What follows belongs to an exercise in optimizing a design on an open flow for small area, a short achievable clock period and few clock cycles per item; a production flow would make more cautious choices. RTL that was checked went through simulation tests only; none was proved equivalent to the original.

==> 10-23 <==
==> flow/design.v <==
`default_nettype none
package sw_pkg;
    localparam int REF_MAX_LEN  = 16;
    localparam int READ_MAX_LEN = 8;
    localparam int SW           = 6;
endpackage
`default_nettype wire
`timescale 1ns/1ps
`default_nettype none
module sw_seq_loader (
    input  logic        clk,
    input  logic        rst,
    input  logic        i_valid,
    input  logic [31:0] i_ref_seq,
    input  logic [15:0] i_read_seq,
    input  logic [4:0]  i_ref_len,
    input  logic [3:0]  i_read_len,
    input  logic        i_credit_ok,
    output logic        o_ready,
    output logic        o_start,
    output logic [7:0]  o_match,
    output logic [3:0]  o_read_len,
    output logic        o_first,
    output logic        o_last
);
    logic       run;
    logic [3:0] cnt;
    logic       active;
    logic [1:0] ref_base;
    assign o_start  = !run && i_valid && i_credit_ok;
    assign active   = run || o_start;
    assign ref_base = i_ref_seq[2*cnt +: 2];
    always_ff @(posedge clk or posedge rst) begin
        if (rst) begin
            run     <= 1'b0;
            cnt     <= '0;
            o_ready <= 1'b0;
            o_last  <= 1'b0;
        end else begin
            o_last  <= active && ({1'b0, cnt} + 5'd1 == i_ref_len);
            o_ready <= active && !o_ready && ({1'b0, cnt} + 5'd2 >= i_ref_len);
            if (o_ready) begin
                run <= 1'b0;
                cnt <= '0;
            end else if (active) begin
                run <= 1'b1;
                cnt <= cnt + 4'd1;
            end
        end
    end
    always_ff @(posedge clk) begin
        o_first <= o_start;
        for (int r = 0; r < sw_pkg::READ_MAX_LEN; r++) begin
            o_match[r] <= (ref_base == i_read_seq[2*r +: 2]);
        end
        o_read_len <= i_read_len;
    end
endmodule
`default_nettype wire
`timescale 1ns/1ps
`default_nettype none
module sw_pe #(
    parameter int ROW = 0
) (
    input  logic       i_first,
    input  logic       i_match,
    input  logic [5:0] i_left_ht,
    input  logic [5:0] i_left_et,
    input  logic [5:0] i_diag_ht,
    output logic [5:0] o_et,
    output logic [5:0] o_key,
    output logic [5:0] o_self
);
    function automatic logic gt(input logic [5:0] a, input logic [5:0] b);
        logic g;
        g = 1'b0;
        for (int i = 0; i < 6; i++) begin
            g = (a[i] & ~b[i]) | (a[i] & g) | (~b[i] & g);
        end
        gt = g;
    endfunction
    localparam logic [5:0] KMASK = 6'((1 << $clog2(6 * ROW + 8)) - 1);
    logic [5:0] a2;
    logic [5:0] b2;
    logic [5:0] d2;
    logic       a_gt_b;
    logic       d_top;
    logic       s_d;
    logic       s_a;
    logic       s_b;
    assign a2 = KMASK & 6'(int'(i_left_et) - 1);
    assign b2 = KMASK & ((int'(i_left_ht) > ROW + 7) ? 6'(int'(i_left_ht) - 5) : 6'(ROW + 2));
    generate
        if (ROW == 0) begin : g_top
            assign d2 = i_match ? 6'd7 : 6'd2;
        end else begin : g_below
            assign d2 = KMASK & (i_match ? 6'(int'(i_diag_ht) + 4) : 6'(int'(i_diag_ht) - 3));
        end
    endgenerate
    assign a_gt_b = gt(a2, b2);
    assign d_top  = !gt(a2, d2) && !gt(b2, d2);
    assign s_d    = !i_first && d_top;
    assign s_a    = !i_first && !d_top && a_gt_b;
    assign s_b    = !i_first && !d_top && !a_gt_b;
    assign o_et   = i_first ? 6'(ROW + 2) : (a_gt_b ? a2 : b2);
    assign o_key  = ({6{s_d}} & d2) | ({6{s_a}} & a2) | ({6{s_b}} & b2)
                  | ({6{i_first}} & (i_match ? 6'(ROW + 7) : 6'(ROW + 2)));
    assign o_self = o_key + 6'd2;
endmodule
`default_nettype wire
`timescale 1ns/1ps
`default_nettype none
module sw_pe_array (
    input  logic        clk,
    input  logic        rst,
    input  logic [7:0]  i_match,
    input  logic        i_first,
    input  logic        i_last,
    output logic [47:0] o_ht,
    output logic        o_first,
    output logic        o_last
);
    localparam int N = sw_pkg::READ_MAX_LEN;
    function automatic logic gt(input logic [5:0] a, input logic [5:0] b);
        logic g;
        g = 1'b0;
        for (int i = 0; i < 6; i++) begin
            g = (a[i] & ~b[i]) | (a[i] & g) | (~b[i] & g);
        end
        gt = g;
    endfunction
    function automatic logic [5:0] max2(input logic [5:0] a, input logic [5:0] b);
        max2 = gt(b, a) ? b : a;
    endfunction
    function automatic logic [5:0] max3(input logic [5:0] a, input logic [5:0] b,
                                        input logic [5:0] c);
        logic ab;
        logic ac;
        logic bc;
        ab = !gt(b, a);
        ac = !gt(c, a);
        bc = !gt(c, b);
        max3 = ({6{ab && ac}} & a) | ({6{!ab && bc}} & b) | ({6{!ac && !bc}} & c);
    endfunction
    function automatic logic [5:0] max4(input logic [5:0] a, input logic [5:0] b,
                                        input logic [5:0] c, input logic [5:0] d);
        logic ab;
        logic ac;
        logic ad;
        logic bc;
        logic bd;
        logic cd;
        ab = !gt(b, a);
        ac = !gt(c, a);
        ad = !gt(d, a);
        bc = !gt(c, b);
        bd = !gt(d, b);
        cd = !gt(d, c);
        max4 = ({6{ab && ac && ad}} & a) | ({6{!ab && bc && bd}} & b)
             | ({6{!ac && !bc && cd}} & c) | ({6{!ad && !bd && !cd}} & d);
    endfunction
    function automatic int ht_bits(input int r);
        ht_bits = $clog2(6 * r + 10);
    endfunction
    function automatic int e_bits(input int r);
        e_bits = $clog2(6 * r + 5);
    endfunction
    logic [5:0] ht   [0:N-1];
    logic [5:0] e    [0:N-1];
    logic [5:0] e_n  [0:N-1];
    logic [5:0] key  [0:N-1];
    logic [5:0] self [0:N-1];
    logic [5:0] ht_n [0:N-1];
    generate
        for (genvar r = 0; r < N; r++) begin : g_row
            localparam int HB = ht_bits(r);
            localparam int EB = e_bits(r);
            logic [HB-1:0] ht_q;
            logic [EB-1:0] e_q;
            logic [5:0]    diag;
            assign ht[r] = 6'(ht_q);
            assign e[r]  = 6'(e_q);
            if (r == 0) begin : g_top
                assign diag = '0;
            end else begin : g_below
                assign diag = ht[r-1];
            end
            sw_pe #(.ROW(r)) pe_inst (
                .i_first   (i_first),
                .i_match   (i_match[r]),
                .i_left_ht (ht[r]),
                .i_left_et (e[r]),
                .i_diag_ht (diag),
                .o_et      (e_n[r]),
                .o_key     (key[r]),
                .o_self    (self[r])
            );
            always_ff @(posedge clk) begin
                ht_q <= HB'(ht_n[r]);
                e_q  <= EB'(e_n[r]);
            end
        end
    endgenerate
    logic [5:0] m0123;
    logic [5:0] m45;
    logic [5:0] m456;
    assign m0123 = max4(key[0], key[1], key[2], key[3]);
    assign m45   = max2(key[4], key[5]);
    assign m456  = max3(key[4], key[5], key[6]);
    assign ht_n[0] = self[0];
    assign ht_n[1] = max2(self[1], key[0]);
    assign ht_n[2] = max3(self[2], key[0], key[1]);
    assign ht_n[3] = max4(self[3], key[0], key[1], key[2]);
    assign ht_n[4] = max2(self[4], m0123);
    assign ht_n[5] = max3(self[5], m0123, key[4]);
    assign ht_n[6] = max3(self[6], m0123, m45);
    assign ht_n[7] = max3(self[7], m0123, m456);
    always_ff @(posedge clk or posedge rst) begin
        if (rst) begin
            o_last <= 1'b0;
        end else begin
            o_last <= i_last;
        end
    end
    always_ff @(posedge clk) begin
        o_first <= i_first;
    end
    generate
        for (genvar r = 0; r < N; r++) begin : g_out
            assign o_ht[6*r +: 6] = ht[r];
        end
    endgenerate
endmodule
`default_nettype wire
`timescale 1ns/1ps
`default_nettype none
module sw_max_select (
    input  logic        clk,
    input  logic        rst,
    input  logic        i_start,
    input  logic [47:0] i_ht,
    input  logic [3:0]  i_read_len,
    input  logic        i_first,
    input  logic        i_last,
    input  logic        i_ready,
    output logic        o_credit_ok,
    output logic        o_valid,
    output logic [9:0]  o_score,
    output logic [2:0]  o_row,
    output logic [3:0]  o_column
);
    localparam int N = sw_pkg::READ_MAX_LEN;
    function automatic logic gt(input logic [5:0] a, input logic [5:0] b);
        logic g;
        g = 1'b0;
        for (int i = 0; i < 6; i++) begin
            g = (a[i] & ~b[i]) | (a[i] & g) | (~b[i] & g);
        end
        gt = g;
    endfunction
    function automatic logic gt9(input logic [8:0] a, input logic [8:0] b);
        logic g;
        g = 1'b0;
        for (int i = 0; i < 9; i++) begin
            g = (a[i] & ~b[i]) | (a[i] & g) | (~b[i] & g);
        end
        gt9 = g;
    endfunction
    logic [3:0] read_len;
    logic [7:0] row_en;
    always_ff @(posedge clk) begin
        read_len <= i_read_len;
    end
    always_comb begin
        for (int r = 0; r < N; r++) begin
            row_en[r] = (4'(r) < read_len);
        end
    end
    logic [5:0] h [0:N-1];
    generate
        for (genvar r = 0; r < N; r++) begin : g_h
            localparam logic [5:0] HMASK = 6'((1 << $clog2(5 * r + 6)) - 1);
            assign h[r] = row_en[r] ? (HMASK & 6'(i_ht[6*r +: 6] - 6'(r + 4))) : 6'd0;
        end
    endgenerate
    logic [5:0] s1 [0:3];
    logic [2:0] r1 [0:3];
    logic [5:0] s2 [0:1];
    logic [2:0] r2 [0:1];
    logic [5:0] cmax;
    logic [2:0] crow;
    generate
        for (genvar i = 0; i < 4; i++) begin : g_l1
            logic lo;
            assign lo    = gt(h[2*i+1], h[2*i]);
            assign s1[i] = lo ? h[2*i+1] : h[2*i];
            assign r1[i] = lo ? 3'(2*i+1) : 3'(2*i);
        end
        for (genvar i = 0; i < 2; i++) begin : g_l2
            logic lo;
            assign lo    = gt(s1[2*i+1], s1[2*i]);
            assign s2[i] = lo ? s1[2*i+1] : s1[2*i];
            assign r2[i] = lo ? r1[2*i+1] : r1[2*i];
        end
    endgenerate
    logic lo3;
    assign lo3  = gt(s2[1], s2[0]);
    assign cmax = lo3 ? s2[1] : s2[0];
    assign crow = lo3 ? r2[1] : r2[0];
    logic [5:0]  c_max;
    logic [2:0]  c_row;
    logic        c_first;
    logic        c_last;
    always_ff @(posedge clk or posedge rst) begin
        if (rst) begin
            c_last <= 1'b0;
        end else begin
            c_last <= i_last;
        end
    end
    always_ff @(posedge clk) begin
        c_max   <= cmax;
        c_row   <= crow;
        c_first <= i_first;
    end
    logic [5:0]  b_score;
    logic [2:0]  b_row;
    logic [3:0]  b_col;
    logic        b_full;
    logic [3:0]  col;
    logic        win;
    logic [12:0] n_best;
    assign win    = c_first || gt9({c_max, ~c_row}, {b_score, ~b_row});
    assign n_best = win ? {c_max, c_row, (c_first ? 4'd0 : col)} : {b_score, b_row, b_col};
    logic        take;
    logic        out_free;
    logic [1:0]  inflight;
    logic [12:0] o_data;
    assign take        = o_valid && i_ready;
    assign out_free    = !o_valid || take;
    assign o_credit_ok = !inflight[1] || take;
    always_ff @(posedge clk or posedge rst) begin
        if (rst) begin
            inflight <= '0;
            o_valid  <= 1'b0;
            b_full   <= 1'b0;
        end else begin
            inflight <= inflight + 2'(i_start) - 2'(take);
            if (b_full) begin
                if (out_free) begin
                    o_valid <= 1'b1;
                    b_full  <= 1'b0;
                end
            end else if (c_last) begin
                if (out_free) begin
                    o_valid <= 1'b1;
                end else begin
                    b_full <= 1'b1;
                end
            end else if (take) begin
                o_valid <= 1'b0;
            end
        end
    end
    always_ff @(posedge clk) begin
        col <= c_first ? 4'd1 : col + 4'd1;
        if (!b_full) begin
            {b_score, b_row, b_col} <= n_best;
        end
        if (out_free) begin
            o_data <= b_full ? {b_score, b_row, b_col} : n_best;
        end
    end
    assign o_score  = {4'd0, o_data[12:7]};
    assign o_row    = o_data[6:4];
    assign o_column = o_data[3:0];
endmodule
`default_nettype wire
`timescale 1ns/1ps
`default_nettype none
module sw_core (
    input  logic        clk,
    input  logic        rst,
    input  logic        i_valid,
    input  logic [31:0] i_ref_seq,
    input  logic [15:0] i_read_seq,
    input  logic [4:0]  i_ref_len,
    input  logic [3:0]  i_read_len,
    input  logic        i_ready,
    output logic        o_ready,
    output logic        o_valid,
    output logic [9:0]  o_score,
    output logic [2:0]  o_row,
    output logic [3:0]  o_column
);
    logic        credit_ok;
    logic        start;
    logic [7:0]  match;
    logic [3:0]  c_read_len;
    logic        c_first;
    logic        c_last;
    logic [47:0] ht;
    logic        h_first;
    logic        h_last;
    sw_seq_loader loader_inst (
        .clk         (clk),
        .rst         (rst),
        .i_valid     (i_valid),
        .i_ref_seq   (i_ref_seq),
        .i_read_seq  (i_read_seq),
        .i_ref_len   (i_ref_len),
        .i_read_len  (i_read_len),
        .i_credit_ok (credit_ok),
        .o_ready     (o_ready),
        .o_start     (start),
        .o_match     (match),
        .o_read_len  (c_read_len),
        .o_first     (c_first),
        .o_last      (c_last)
    );
    sw_pe_array array_inst (
        .clk      (clk),
        .rst      (rst),
        .i_match  (match),
        .i_first  (c_first),
        .i_last   (c_last),
        .o_ht     (ht),
        .o_first  (h_first),
        .o_last   (h_last)
    );
    sw_max_select select_inst (
        .clk         (clk),
        .rst         (rst),
        .i_start     (start),
        .i_ht        (ht),
        .i_read_len  (c_read_len),
        .i_first     (h_first),
        .i_last      (h_last),
        .i_ready     (i_ready),
        .o_credit_ok (credit_ok),
        .o_valid     (o_valid),
        .o_score     (o_score),
        .o_row       (o_row),
        .o_column    (o_column)
    );
endmodule
`default_nettype wire
==> flow/run.sh <==
#!/bin/bash
# synth_recipe.tcl (not shown) runs the flow's synth.tcl, then flattens the netlist and writes it again
# the make line also repeats each setting of config.mk as NAME=value (left out here)
make -C /OpenROAD-flow-scripts/flow DESIGN_CONFIG=/design/flow/config.mk WORK_HOME=/design/flow/orfs CLKGATE_MAP_FILE= SYNTH_SCRIPT=/design/flow/synth_recipe.tcl finish
==> flow/config.mk <==
export PLATFORM = sky130hd
export DESIGN_NAME = sw_core
export DESIGN_NICKNAME = sw_core
export VERILOG_FILES = /design/flow/design.v
export SDC_FILE = /design/flow/constraint.sdc
export NUM_CORES = 4
export LEC_CHECK = 0
export ABC_AREA = 1
export CAP_MARGIN = 20
export CORE_MARGIN = 2
export CORE_UTILIZATION = 80
export SLEW_MARGIN = 20
==> flow/constraint.sdc <==
create_clock -name core_clock -period 13.0 [get_ports {clk}]
set_input_delay 2.6000 -clock core_clock [delete_from_list [all_inputs] [get_ports {clk}]]
set_output_delay 2.6000 -clock core_clock [all_outputs]
set_load 0.01 [all_outputs]
==> 12-13: changes against 10-23 <==
--- a/flow/design.v
+++ b/flow/design.v
@@ -37,4 +37,6 @@
             o_ready <= 1'b0;
+            o_first <= 1'b0;
             o_last  <= 1'b0;
         end else begin
+            o_first <= o_start;
             o_last  <= active && ({1'b0, cnt} + 5'd1 == i_ref_len);
@@ -51,3 +53,2 @@
     always_ff @(posedge clk) begin
-        o_first <= o_start;
         for (int r = 0; r < sw_pkg::READ_MAX_LEN; r++) begin
@@ -67,5 +68,5 @@
     input  logic [5:0] i_left_ht,
-    input  logic [5:0] i_left_et,
+    input  logic [5:0] i_left_e,
     input  logic [5:0] i_diag_ht,
-    output logic [5:0] o_et,
+    output logic [5:0] o_e,
     output logic [5:0] o_key,
@@ -81,3 +82,8 @@
     endfunction
-    localparam logic [5:0] KMASK = 6'((1 << $clog2(6 * ROW + 8)) - 1);
+    function automatic logic [5:0] subsat(input logic [5:0] a, input int k);
+        subsat = (int'(a) > k) ? 6'(int'(a) - k) : 6'd0;
+    endfunction
+    logic [5:0] a;
+    logic [5:0] b;
+    logic [5:0] d;
     logic [5:0] a2;
@@ -85,25 +91,30 @@
     logic [5:0] d2;
+    logic [5:0] a4;
+    logic [5:0] b4;
+    logic [5:0] d4;
     logic       a_gt_b;
-    logic       d_top;
-    logic       s_d;
-    logic       s_a;
-    logic       s_b;
-    assign a2 = KMASK & 6'(int'(i_left_et) - 1);
-    assign b2 = KMASK & ((int'(i_left_ht) > ROW + 7) ? 6'(int'(i_left_ht) - 5) : 6'(ROW + 2));
+    logic       d_ge_a;
+    logic       d_ge_b;
+    assign a = i_first ? 6'd0 : subsat(i_left_e, 1);
+    assign b = i_first ? 6'd0 : subsat(i_left_ht, ROW + 7);
     generate
         if (ROW == 0) begin : g_top
-            assign d2 = i_match ? 6'd7 : 6'd2;
+            assign d = i_match ? 6'd5 : 6'd0;
         end else begin : g_below
-            assign d2 = KMASK & (i_match ? 6'(int'(i_diag_ht) + 4) : 6'(int'(i_diag_ht) - 3));
+            assign d = i_first ? (i_match ? 6'd5 : 6'd0)
+                     : (i_match ? 6'(int'(i_diag_ht) - ROW + 2) : subsat(i_diag_ht, ROW + 5));
         end
     endgenerate
-    assign a_gt_b = gt(a2, b2);
-    assign d_top  = !gt(a2, d2) && !gt(b2, d2);
-    assign s_d    = !i_first && d_top;
-    assign s_a    = !i_first && !d_top && a_gt_b;
-    assign s_b    = !i_first && !d_top && !a_gt_b;
-    assign o_et   = i_first ? 6'(ROW + 2) : (a_gt_b ? a2 : b2);
-    assign o_key  = ({6{s_d}} & d2) | ({6{s_a}} & a2) | ({6{s_b}} & b2)
-                  | ({6{i_first}} & (i_match ? 6'(ROW + 7) : 6'(ROW + 2)));
-    assign o_self = o_key + 6'd2;
+    assign a2 = 6'(int'(a) + ROW + 2);
+    assign b2 = 6'(int'(b) + ROW + 2);
+    assign d2 = 6'(int'(d) + ROW + 2);
+    assign a4 = 6'(int'(a) + ROW + 4);
+    assign b4 = 6'(int'(b) + ROW + 4);
+    assign d4 = 6'(int'(d) + ROW + 4);
+    assign a_gt_b = gt(a, b);
+    assign d_ge_a = !gt(a, d);
+    assign d_ge_b = !gt(b, d);
+    assign o_e    = a_gt_b ? a : b;
+    assign o_key  = (d_ge_a && d_ge_b) ? d2 : (a_gt_b ? a2 : b2);
+    assign o_self = (d_ge_a && d_ge_b) ? d4 : (a_gt_b ? a4 : b4);
 endmodule
@@ -134,29 +145,2 @@
     endfunction
-    function automatic logic [5:0] max3(input logic [5:0] a, input logic [5:0] b,
-                                        input logic [5:0] c);
-        logic ab;
-        logic ac;
-        logic bc;
-        ab = !gt(b, a);
-        ac = !gt(c, a);
-        bc = !gt(c, b);
-        max3 = ({6{ab && ac}} & a) | ({6{!ab && bc}} & b) | ({6{!ac && !bc}} & c);
-    endfunction
-    function automatic logic [5:0] max4(input logic [5:0] a, input logic [5:0] b,
-                                        input logic [5:0] c, input logic [5:0] d);
-        logic ab;
-        logic ac;
-        logic ad;
-        logic bc;
-        logic bd;
-        logic cd;
-        ab = !gt(b, a);
-        ac = !gt(c, a);
-        ad = !gt(d, a);
-        bc = !gt(c, b);
-        bd = !gt(d, b);
-        cd = !gt(d, c);
-        max4 = ({6{ab && ac && ad}} & a) | ({6{!ab && bc && bd}} & b)
-             | ({6{!ac && !bc && cd}} & c) | ({6{!ad && !bd && !cd}} & d);
-    endfunction
     function automatic int ht_bits(input int r);
@@ -165,3 +149,3 @@
     function automatic int e_bits(input int r);
-        e_bits = $clog2(6 * r + 5);
+        e_bits = $clog2(5 * r + 3);
     endfunction
@@ -172,2 +156,3 @@
     logic [5:0] self [0:N-1];
+    logic [5:0] p    [1:N-1];
     logic [5:0] ht_n [0:N-1];
@@ -191,5 +176,5 @@
                 .i_left_ht (ht[r]),
-                .i_left_et (e[r]),
+                .i_left_e  (e[r]),
                 .i_diag_ht (diag),
-                .o_et      (e_n[r]),
+                .o_e       (e_n[r]),
                 .o_key     (key[r]),
@@ -203,16 +188,21 @@
     endgenerate
-    logic [5:0] m0123;
+    logic [5:0] m23;
     logic [5:0] m45;
     logic [5:0] m456;
-    assign m0123 = max4(key[0], key[1], key[2], key[3]);
-    assign m45   = max2(key[4], key[5]);
-    assign m456  = max3(key[4], key[5], key[6]);
+    assign p[1] = key[0];
+    assign p[2] = max2(key[0], key[1]);
+    assign m23  = max2(key[2], key[3]);
+    assign m45  = max2(key[4], key[5]);
+    assign m456 = max2(m45, key[6]);
+    assign p[3] = max2(p[2], key[2]);
+    assign p[4] = max2(p[2], m23);
+    assign p[5] = max2(p[4], key[4]);
+    assign p[6] = max2(p[4], m45);
+    assign p[7] = max2(p[4], m456);
     assign ht_n[0] = self[0];
-    assign ht_n[1] = max2(self[1], key[0]);
-    assign ht_n[2] = max3(self[2], key[0], key[1]);
-    assign ht_n[3] = max4(self[3], key[0], key[1], key[2]);
-    assign ht_n[4] = max2(self[4], m0123);
-    assign ht_n[5] = max3(self[5], m0123, key[4]);
-    assign ht_n[6] = max3(self[6], m0123, m45);
-    assign ht_n[7] = max3(self[7], m0123, m456);
+    generate
+        for (genvar r = 1; r < N; r++) begin : g_h
+            assign ht_n[r] = max2(self[r], p[r]);
+        end
+    endgenerate
     always_ff @(posedge clk or posedge rst) begin
@@ -268,10 +258,6 @@
     endfunction
-    logic [3:0] read_len;
     logic [7:0] row_en;
     always_ff @(posedge clk) begin
-        read_len <= i_read_len;
-    end
-    always_comb begin
         for (int r = 0; r < N; r++) begin
-            row_en[r] = (4'(r) < read_len);
+            row_en[r] <= (4'(r) < i_read_len);
         end
@@ -281,4 +267,3 @@
         for (genvar r = 0; r < N; r++) begin : g_h
-            localparam logic [5:0] HMASK = 6'((1 << $clog2(5 * r + 6)) - 1);
-            assign h[r] = row_en[r] ? (HMASK & 6'(i_ht[6*r +: 6] - 6'(r + 4))) : 6'd0;
+            assign h[r] = row_en[r] ? 6'(i_ht[6*r +: 6] - 6'(r + 4)) : 6'd0;
         end
@@ -309,18 +294,2 @@
     assign crow = lo3 ? r2[1] : r2[0];
-    logic [5:0]  c_max;
-    logic [2:0]  c_row;
-    logic        c_first;
-    logic        c_last;
-    always_ff @(posedge clk or posedge rst) begin
-        if (rst) begin
-            c_last <= 1'b0;
-        end else begin
-            c_last <= i_last;
-        end
-    end
-    always_ff @(posedge clk) begin
-        c_max   <= cmax;
-        c_row   <= crow;
-        c_first <= i_first;
-    end
     logic [5:0]  b_score;
@@ -332,4 +301,4 @@
     logic [12:0] n_best;
-    assign win    = c_first || gt9({c_max, ~c_row}, {b_score, ~b_row});
-    assign n_best = win ? {c_max, c_row, (c_first ? 4'd0 : col)} : {b_score, b_row, b_col};
+    assign win    = i_first || gt9({cmax, ~crow}, {b_score, ~b_row});
+    assign n_best = win ? {cmax, crow, (i_first ? 4'd0 : col)} : {b_score, b_row, b_col};
     logic        take;
@@ -353,3 +322,3 @@
                 end
-            end else if (c_last) begin
+            end else if (i_last) begin
                 if (out_free) begin
@@ -365,3 +334,3 @@
     always_ff @(posedge clk) begin
-        col <= c_first ? 4'd1 : col + 4'd1;
+        col <= i_first ? 4'd1 : col + 4'd1;
         if (!b_full) begin
CORE_UTILIZATION = 40   (was 80)
==> results_dict.tcl <==
set metrics [dict create \
    initial_core_util_pct 81.3 \
    maxSlewHeadroom_pct 34.8 \
    n_all_buffers 78 \
    num_rows 51 \
    num-nonclk-inverters 412 \
    place_area_um2 16600 \
    rrSetupSlack_ps 7750 \
    fin_crit_ps 5250 \
    final_cell_count_no_fill 2939 \
    critPathLaunch "array_inst.g_row[1].e_q[1]" \
    synth-seq-cells 153 \
    hold_slack_ps 330 \
    outcome "timing/DRC/antenna clean" \
]
(the above is from 10-23)
==> results_dict.tcl <==
set metrics [dict create \
    maxSlewHeadroom_pct 37.6 \
    outcome "timing/DRC/antenna clean" \
    synth-seq-cells 142 \
    critPathLaunch "loader_inst.o_first" \
    place_area_um2 19000 \
    num-nonclk-inverters 514 \
    n_all_buffers 77 \
    rrSetupSlack_ps 6040 \
]
(the above is from 12-13)
Testbench counts of 12-13, summed over its fixed seeds: cycles 19,587, jobs 1,600.
Only the layout flow was run in 10-23; the RTL was not checked for function there.

==> port drivers added, routing unchanged <==
In the flow no input, the clock included, has a driving cell. The finished layouts below were timed again as built, in two steps.
Step 1, drivers: a clkbuf_16 drives clk and a buf_2 each remaining input, both assumed.
Step 2 times the ports against the registers' clock, not the clock port: input delays grow and output delays shrink by t, the midpoint of the rising clock arrivals with the driver on.
a / b / c = ideal ports / drivers / drivers and shift; a / b = the first two.
run | shift t [ns] | setup WS [ns] | worst setup path at the end | clock arrival spread, ns | worst register clock-pin slew, ns
10-23 | 0.508 | 7.746 / 7.746 / 7.746 | register to register | 0.016 / 0.016 | 0.08 / 0.08
12-13 | 0.526 | 6.038 / 6.038 / 6.038 | register to register | 0.010 / 0.009 | 0.07 / 0.07
After both steps every run listed still meets setup and hold.
